This design comes from an exercise in tuning for small area on the open sky130 flow, not from production work.
RTL that was checked went through simulation tests only; none was proved equivalent to the original.
Power is estimated from default activity; no workload was simulated.

== job 8735 ==
==> flow/design.v (excerpt) <==
module spiMemory (
    input  logic trigger,
    input  logic reset,
    input  logic sclk,         
    input  logic chipSelect,   
    input  logic mosi,
    output logic miso,
    output logic misoEnable
);
Settings: LEC_CHECK=0, CAP_MARGIN=20, CORE_MARGIN=2, CORE_UTILIZATION=60, SLEW_MARGIN=20; clock period 10.0 ns.
standard.sh (not shown) runs the stock make flow with config.mk's settings and CLKGATE_MAP_FILE= SYNTH_SCRIPT=/design/flow/synth_recipe.tcl, a recipe that flattens the netlist after the stock synthesis.
==> flow/flow/run.sh <==
#!/bin/bash
# Standard layout, with our own clock tree synthesis arguments and
# a plain buffer on each port.
set -euo pipefail
export CTS_ARGS="-sink_clustering_enable -repair_clock_nets -dont_use_dummy_load -sink_clustering_size 12 -sink_clustering_max_diameter 40 -buf_list sky130_fd_sc_hd__clkbuf_4"
export BUFFER_PORTS_ARGS="-buffer_cell sky130_fd_sc_hd__buf_1"
bash standard.sh > standard.log 2>&1
### job 8735 -> job 425
Settings: a change of CORE_UTILIZATION from 60 to 70.
--- a/flow/flow/run.sh
+++ b/flow/flow/run.sh
@@ -5 +5 @@
-export CTS_ARGS="-sink_clustering_enable -repair_clock_nets -dont_use_dummy_load -sink_clustering_size 12 -sink_clustering_max_diameter 40 -buf_list sky130_fd_sc_hd__clkbuf_4"
+export CTS_ARGS="-sink_clustering_enable -repair_clock_nets -dont_use_dummy_load -sink_clustering_size 12 -sink_clustering_max_diameter 50 -buf_list sky130_fd_sc_hd__clkbuf_4"
Findings:
- Between job 8735 and job 425, the worst path required time figures differ only marginally.
- Post-synthesis cell count came out exactly the same in job 8735 and job 425.
- Re period utilization: job 8735 was lower than job 425.
- Remaining max-slew budget at the tightest pin in job 425 vs job 8735: up 5.4 points
Setup changes, job 425 to job 9542
Settings: CORE_UTILIZATION: 70 -> 75.
## What came out
Job 9542 vs job 425, most used routing layer in global routing: met2 vs met1. Against job 425, job 9542 reports a part of the power in the clock network that is lower. Compared with job 425, in job 9542 maximum cell stage delay along the critical path has increased, clock buffer count in the final layout has remained practically unchanged, overall die area has decreased. Vias: job 9542 more than job 425. Job 9542 vs job 425 — worst setup timing slack at the placement stage rose 0.0076 ns. Looking only at routed length per placed instance, and setting everything else aside, the lower value of job 425 and job 9542 goes to job 425. [compare] base=job 425 new=job 9542: count of multi-input combinational gates held steady, portion of the layout cell area used by non-clock buffers held steady.
## Diff of input files: job 2340 against job 9542
Settings: a change of CORE_UTILIZATION from 75 to 85.
Notes after the runs:
Status(job 2340) = ERROR, stage = 3_5_place_dp
From job 9542 to job 2340, average cell area after synthesis did not move at all.
Job 2340 -> job 9542: net count of the mapped netlist delta 0, exact match
Number of synthesized register bits across job 9542 and job 2340: no real change.
Job 2340 -> job 9542: portion of netlist area occupied by mux cells delta 0, exact match
Horizontal die dimension went down by a few percent going from job 9542 to job 2340.
Weighted congestion at the end of routability-driven global placement was lower in the run labelled job 2340.
Per the comparison of job 2340 with job 9542, starting density of the core +10 points, synthesized cell count neither gained nor lost much.
> inputs changed (job 2340 -> job 3807)
Settings: swapping 85 for 60 in CORE_UTILIZATION.
--- a/flow/flow/run.sh
+++ b/flow/flow/run.sh
@@ -5 +5 @@
-export CTS_ARGS="-sink_clustering_enable -repair_clock_nets -dont_use_dummy_load -sink_clustering_size 12 -sink_clustering_max_diameter 50 -buf_list sky130_fd_sc_hd__clkbuf_4"
+export CTS_ARGS="-sink_clustering_enable -repair_clock_nets -dont_use_dummy_load -sink_clustering_size 11 -sink_clustering_max_diameter 40 -buf_list sky130_fd_sc_hd__clkbuf_4"
Results
Re combined area of all synthesized cells: no difference whatsoever between job 2340 and job 3807.
Job 3807 reports a lower final weighted congestion in routability-driven placement than job 2340 does.
Re async set or reset register ratio after synthesis: no difference whatsoever between job 2340 and job 3807.
Y dimension of the die (higher): job 3807
Looking only at horizontal die dimension, and setting everything else aside, the lower value of job 2340 and job 3807 goes to job 2340.
Changes observed in job 3807 relative to job 2340: mean instance size in the synthesized netlist barely changed, number of placement rows climbed 12, initial cell density of the core dropped 26 points.
Both conditions hold for job 3807: the flow ran to the end and the final layout passed the timing, design-rule and antenna checks.

spiMemory, a different RTL version from the one above (not shown whole).
Size in the first run: about 1,100 flip-flops, roughly 7 I/O pins, about 24,000 µm² of cells after synthesis.
make LEC_CHECK=0 CAP_MARGIN=20 CORE_MARGIN=2 CORE_UTILIZATION=60 CTS_BUF_LIST=sky130_fd_sc_hd__clkbuf_8 CTS_CLUSTER_DIAMETER=50 CTS_CLUSTER_SIZE=20 SLEW_MARGIN=20 finish   # period 10.0 ns
run.sh (not shown) runs the stock make flow with config.mk's settings and CLKGATE_MAP_FILE= SYNTH_SCRIPT=/design/flow/synth_recipe.tcl, a recipe that flattens the netlist after the stock synthesis.
Stock flow here: none of the scripts above is used.
==> next run, changes <==
==> flow/flow/run.sh (new file) <==
#!/bin/bash
# Standard layout, with clock tree synthesis arguments of our own:
# clkbuf_8 leaf clusters and no dummy loads.
set -euo pipefail
export CTS_ARGS="-sink_clustering_enable -repair_clock_nets -dont_use_dummy_load -sink_clustering_size 20 -sink_clustering_max_diameter 50 -buf_list sky130_fd_sc_hd__clkbuf_8"
bash standard.sh > standard.log 2>&1
==> flow/standard.sh (new file) <==
#!/bin/bash
# synth_recipe.tcl (not shown) runs the flow's synth.tcl, then flattens the netlist and writes it again
# the make line also repeats each setting of config.mk as NAME=value (left out here)
make -C /OpenROAD-flow-scripts/flow DESIGN_CONFIG=/design/flow/config.mk WORK_HOME=/design/flow/orfs CLKGATE_MAP_FILE= SYNTH_SCRIPT=/design/flow/synth_recipe.tcl "${@:-finish}"
- CTS_BUF_LIST: sky130_fd_sc_hd__clkbuf_8 -> unset
- CTS_CLUSTER_DIAMETER: 50 -> unset
- CTS_CLUSTER_SIZE: 20 -> unset
removed: flow/run.sh
Core utilization fell by 0.60 points.
Clock skew rose by 0.026 ns.
Global-route usage hardly moves.
Non-clock buffer count is unchanged.
Cell area fell by about 0.9%.
Total power fell by about 2.8%.
Via count fell by 0.40%.
Clock-buffer cell count fell by 8.
Routed wire length fell by 0.31%.
No functional check of the RTL was part of any run of this note.

The RTL this note starts from:
==> flow/design.v <==
package spiMemoryPkg;
    typedef logic [7:0] dataByte_t;
    typedef struct packed {
        logic [7-1:0] address;   
        logic                         readNotWrite;  
    } commandByte_t;
    typedef union packed {
        commandByte_t command;
        dataByte_t    data;
    } shiftWord_t;
    typedef enum logic [2:0] {
        idle, getCommand, decide, readLoad,
        readShift, writeReceive, writeStore, finish
    } controlState_t;
endpackage
`timescale 1ns/1ps
module inputConditioner (
    input  logic trigger,
    input  logic reset,
    input  logic resetValue,    
    input  logic pin,           
    output logic conditioned,   
    output logic risingEdge,    
    output logic fallingEdge    
);
    logic syncFirst;    
    logic syncSecond;   
    logic [1:0] counter;   
    always_ff @(posedge trigger) begin
        if (reset) begin
            syncFirst   <= resetValue;
            syncSecond  <= resetValue;
            conditioned <= resetValue;
            counter     <= 2'd0;
        end else begin
            syncFirst   <= pin;
            syncSecond  <= syncFirst;
            if (syncSecond == conditioned) begin
                counter <= 2'd0;   
            end else if (counter == 2'd2) begin
                conditioned <= syncSecond;   
                counter     <= 2'd3;
            end else begin
                counter <= (counter == 2'd3) ? 2'd1 : counter + 1'b1;
            end
        end
    end
    assign risingEdge  = (counter == 2'd3) &&  conditioned;
    assign fallingEdge = (counter == 2'd3) && !conditioned;
endmodule
`timescale 1ns/1ps
module spiControl (
    input  logic       trigger,
    input  logic       reset,
    input  logic       sclkRising,        
    input  logic       sclkFalling,
    input  logic       chipSelectLow,     
    input  logic       chipSelectRising,  
    input  logic       mosiLevel,         
    output logic       memWrite,
    output logic       inCommand,
    output logic       inReadShift,
    output logic       inWrite,           
    output logic [2:0] bitCount,          
    output logic       misoEnable         
);
    localparam logic [2:0] IDLE        = 3'b000;
    localparam logic [2:0] COMMAND     = 3'b001;
    localparam logic [2:0] READ_SHIFT  = 3'b011;
    localparam logic [2:0] WRITE_RECV  = 3'b101;
    localparam logic [2:0] WRITE_STORE = 3'b100;
    localparam logic [2:0] FINISH      = 3'b110;
    logic [2:0] state;
    logic [2:0] nextState;
    logic       byteDone;
    assign byteDone = sclkRising && (bitCount == 3'd7);
    always_comb begin
        nextState = state;
        if (chipSelectRising) begin
            nextState = IDLE;   
        end else begin
            case (state)
                IDLE:        if (chipSelectLow) nextState = COMMAND;
                COMMAND:     if (byteDone) nextState = mosiLevel ? READ_SHIFT : WRITE_RECV;
                READ_SHIFT:  if (byteDone) nextState = FINISH;
                WRITE_RECV:  if (byteDone) nextState = WRITE_STORE;
                WRITE_STORE: nextState = FINISH;
                FINISH:      nextState = FINISH;
                default:     nextState = IDLE;
            endcase
        end
    end
    assign inCommand   = (state == COMMAND);
    assign inReadShift = (state == READ_SHIFT);
    assign inWrite     = (state == WRITE_RECV) || (state == WRITE_STORE);
    assign memWrite    = (state == WRITE_STORE) && !chipSelectRising;
    always_ff @(posedge trigger) begin
        if (reset) begin
            state      <= IDLE;
            bitCount   <= '0;
            misoEnable <= 1'b0;
        end else begin
            state <= nextState;
            if (state == IDLE) begin
                bitCount <= '0;   
            end else if (sclkRising && (inCommand || inReadShift || (state == WRITE_RECV))) begin
                bitCount <= bitCount + 1'b1;   
            end
            misoEnable <= inReadShift && !chipSelectRising &&
                          (sclkFalling || (misoEnable && !byteDone));
        end
    end
endmodule
module spiMemory (
    input  logic trigger,
    input  logic reset,
    input  logic sclk,         
    input  logic chipSelect,   
    input  logic mosi,
    output logic miso,
    output logic misoEnable
);
    localparam int RING = 32;    
    logic sclkRising, sclkFalling;
    logic chipSelectLevel, chipSelectRising;
    logic mosiLevel;
    inputConditioner sclkCond_i (
        .trigger(trigger), .reset(reset), .resetValue(1'b0), .pin(sclk),
        .conditioned(), .risingEdge(sclkRising), .fallingEdge(sclkFalling)
    );
    inputConditioner chipSelectCond_i (
        .trigger(trigger), .reset(reset), .resetValue(1'b1), .pin(chipSelect),
        .conditioned(chipSelectLevel), .risingEdge(chipSelectRising), .fallingEdge()
    );
    inputConditioner mosiCond_i (
        .trigger(trigger), .reset(reset), .resetValue(1'b0), .pin(mosi),
        .conditioned(mosiLevel), .risingEdge(), .fallingEdge()
    );
    logic       inCommand, inReadShift, inWrite, memWrite, addressLatch;
    logic [2:0] bitCount;
    spiControl control_i (
        .trigger(trigger), .reset(reset), .sclkRising(sclkRising),
        .sclkFalling(sclkFalling), .chipSelectLow(!chipSelectLevel),
        .chipSelectRising(chipSelectRising), .mosiLevel(mosiLevel),
        .memWrite(memWrite), .inCommand(inCommand), .inReadShift(inReadShift),
        .inWrite(inWrite),
        .bitCount(bitCount), .misoEnable(misoEnable)
    );
    logic [5:0] shiftWord;
    always_ff @(posedge trigger) begin
        if (sclkRising) shiftWord <= {shiftWord[4:0], mosiLevel};
    end
    logic [6:0] address;
    assign addressLatch = inCommand && sclkRising && (bitCount == 3'd6);
    always_ff @(posedge trigger) begin
        if (addressLatch) address <= {shiftWord[5:0], mosiLevel};
    end
    logic [4:0] phase;
    always_ff @(posedge trigger) begin
        if (reset) phase <= '0;
        else       phase <= phase + 1'b1;
    end
    logic writing, clearing, busy;
    always_ff @(posedge trigger) begin
        if (reset) begin
            writing  <= 1'b0;
            clearing <= 1'b1;
        end else begin
            if (memWrite)          writing <= 1'b1;
            else if (addressLatch) writing <= 1'b0;
            if (addressLatch)      clearing <= 1'b0;
        end
    end
    assign busy = writing || clearing;
    logic       hit8, hit16, hit32;
    logic [1:0] octet;   
    assign hit8  = (phase[2:0] == ~address[2:0]);
    assign hit16 = hit8  && (phase[3] == ~address[3]);
    assign hit32 = hit16 && (phase[4] == ~address[4]);
    assign octet = address[4:3] + phase[4:3];
    logic [1023:0] mem;
    logic [3:0]    insert;   
    for (genvar r = 0; r < 4; r++) begin : g_insert
        assign insert[r] = clearing || (writing && hit32 && (address[6:5] == r));
    end
    for (genvar b = 0; b < 8; b++) begin : g_plane
        for (genvar r = 0; r < 4; r++) begin : g_ring
            localparam int BASE = (b*4 + r) * RING;
            always_ff @(posedge trigger) begin
                mem[BASE] <= insert[r] ? dataByte[b] : mem[BASE + RING - 1];
                for (int p = 1; p < RING; p++) mem[BASE + p] <= mem[BASE + p - 1];
            end
        end
    end
    logic [7:0] tapBit;
    logic [7:0] capture;
    for (genvar b = 0; b < 8; b++) begin : g_tap
        localparam int PLANE = b * 4 * RING;
        logic [15:0] taps;
        for (genvar r = 0; r < 4; r++) begin : g_r
            for (genvar m = 0; m < 4; m++) begin : g_m
                assign taps[r*4 + m] = mem[PLANE + r*RING + m*8 + 7];
            end
        end
        if (b >= 6) begin : g_t8
            assign tapBit[b]  = taps[{address[6:5], octet}];
            assign capture[b] = hit8;
        end else if (b >= 4) begin : g_t16
            assign tapBit[b]  = taps[{address[6:5], octet[1], 1'b1}];
            assign capture[b] = hit16;
        end else begin : g_t32
            assign tapBit[b]  = taps[{address[6:5], 2'b11}];
            assign capture[b] = hit32;
        end
    end
    logic [7:0] dataByte;
    always_ff @(posedge trigger) begin
        if (reset) begin
            dataByte <= '0;
        end else if (inWrite) begin
            if (sclkRising) dataByte <= {dataByte[6:0], mosiLevel};
        end else if (!busy) begin
            for (int b = 0; b < 8; b++) begin
                if (capture[b]) dataByte[b] <= tapBit[b];
            end
        end
    end
    always_ff @(posedge trigger) begin
        if (reset) begin
            miso <= 1'b0;
        end else if (inReadShift && sclkFalling) begin
            miso <= dataByte[~bitCount];
        end
    end
endmodule
Settings: LEC_CHECK=0, CAP_MARGIN=20, CORE_MARGIN=2, CORE_UTILIZATION=70, SLEW_MARGIN=20; clock period 10.0 ns.
standard.sh (not shown) runs the stock make flow with config.mk's settings and CLKGATE_MAP_FILE= SYNTH_SCRIPT=/design/flow/synth_recipe.tcl, a recipe that flattens the netlist after the stock synthesis.
==> flow/flow/run.sh <==
#!/bin/bash
# Standard layout, with our own clock tree synthesis arguments and
# a plain buffer on each port.
set -euo pipefail
export CTS_ARGS="-sink_clustering_enable -repair_clock_nets -dont_use_dummy_load -sink_clustering_size 20 -sink_clustering_max_diameter 50 -buf_list sky130_fd_sc_hd__clkbuf_8"
export BUFFER_PORTS_ARGS="-buffer_cell sky130_fd_sc_hd__buf_1"
bash standard.sh > standard.log 2>&1
Next try:
==> flow/flow/run.sh (replaced) <==
#!/bin/bash
# Standard layout, with our own clock tree synthesis arguments and
# a plain buffer on each port.
set -euo pipefail
export CTS_ARGS="-sink_clustering_enable -repair_clock_nets -dont_use_dummy_load -sink_clustering_size 22 -sink_clustering_max_diameter 40 -buf_list sky130_fd_sc_hd__clkbuf_8 -root_buf sky130_fd_sc_hd__clkbuf_16"
export BUFFER_PORTS_ARGS="-buffer_cell sky130_fd_sc_hd__buf_1"
bash standard.sh > standard.log 2>&1
--- a/flow/config.mk
+++ b/flow/config.mk
@@ -8,4 +8,4 @@
 export CAP_MARGIN = 20
 export CORE_MARGIN = 2
-export CORE_UTILIZATION = 70
+export CORE_UTILIZATION = 60
 export SLEW_MARGIN = 20
Final area came out higher by 1.9%.
Via count increases by 1.9%.
Fmax is higher by 3.7%.
First-iteration DRC count went down by 12%.
Worst hold slack is worse by 0.012 ns.
Count of clock-buffer cells in the layout grows by 21.
Clock power came out higher by 20%.
Global-route usage shrinks by 1.8 points.
Next try:
==> flow/flow/run.sh (replaced) <==
#!/bin/bash
# Standard layout, with our own clock tree synthesis arguments and
# a plain buffer on each port.
set -euo pipefail
export CTS_ARGS="-sink_clustering_enable -repair_clock_nets -dont_use_dummy_load -sink_clustering_size 20 -sink_clustering_max_diameter 50 -buf_list sky130_fd_sc_hd__clkbuf_8"
export BUFFER_PORTS_ARGS="-buffer_cell sky130_fd_sc_hd__buf_1"
bash standard.sh > standard.log 2>&1
=> Clock power is lower by about a fifth; global-route usage is lower by 0.23 points; die area does not change; total power is lower by a few percent; hold slack gets worse by 0.0089 ns; synthesized cell count is unchanged; cell area is lower slightly; sequential share of layout area is higher by 1.3 points; critical path depth is unchanged; via count is lower slightly.
Next try:
==> flow/flow/run.sh (replaced) <==
#!/bin/bash
# Standard layout, with our own clock tree synthesis arguments and
# a plain buffer on each port.
set -euo pipefail
export CTS_ARGS="-sink_clustering_enable -repair_clock_nets -dont_use_dummy_load -sink_clustering_size 21 -sink_clustering_max_diameter 70 -buf_list sky130_fd_sc_hd__clkbuf_8"
export BUFFER_PORTS_ARGS="-buffer_cell sky130_fd_sc_hd__buf_1"
bash standard.sh > standard.log 2>&1
Outcome: Cell count stays flat. Sequential share of layout area came out higher by 0.19 points. Worst setup slack is worse by 0.032 ns. Worst hold slack improved by 0.061 ns. Via count shrinks by 0.64%. Power decreases by 0.65%.

-- afterwards: timing with drivers on the ports --
The flow's constraints put no driver on any port. The routed layouts listed below were extracted and timed again, unchanged, in two steps.
Step 1 sets driving cells, clkbuf_16 on the clock port and buf_2 on the other inputs (assumed; they add their load-dependent delay and slew).
Step 2, shift: input delay + t, output delay - t, t = (earliest + latest rising clock arrival at the registers) / 2. This alone moves slack from input paths to output paths.
Three values: no drivers, after step 1, after step 2; two values: the first two.
run	t (ns)	setup slack, ns	latest minus earliest clock arrival (ns)	worst data-port slew with drivers (ns)	pins driven straight from the clock port
job 8735	0.839	6.668 / 6.618 / 6.916	0.053 / 0.053	0.03	1
job 425	0.826	6.628 / 6.580 / 6.880	0.052 / 0.053	0.03	1
job 9542	0.772	6.731 / 6.687 / 6.890	0.052 / 0.051	0.03	1
job 3807	0.818	6.661 / 6.611 / 6.884	0.082 / 0.082	0.03	1
the first run of note 2	0.680	6.482 / 6.434 / 6.220	0.032 / 0.032	0.03	1
the second run of note 2	0.661	6.524 / 6.472 / 6.181	0.058 / 0.058	0.03	1
the first run of note 3	0.683	6.833 / 6.782 / 7.109	0.065 / 0.065	0.03	1
the second run of note 3	0.603	6.945 / 6.891 / 7.071	0.061 / 0.060	0.03	1
the third run of note 3	0.693	6.832 / 6.781 / 7.096	0.055 / 0.054	0.03	1
the fourth run of note 3	0.686	6.801 / 6.751 / 7.130	0.075 / 0.074	0.03	1
After both steps setup and hold are still met in every run listed. For the second run of note 2, which loses most, drivers alone change the setup slack by -0.052 ns; drivers and shift together by -0.343 ns.
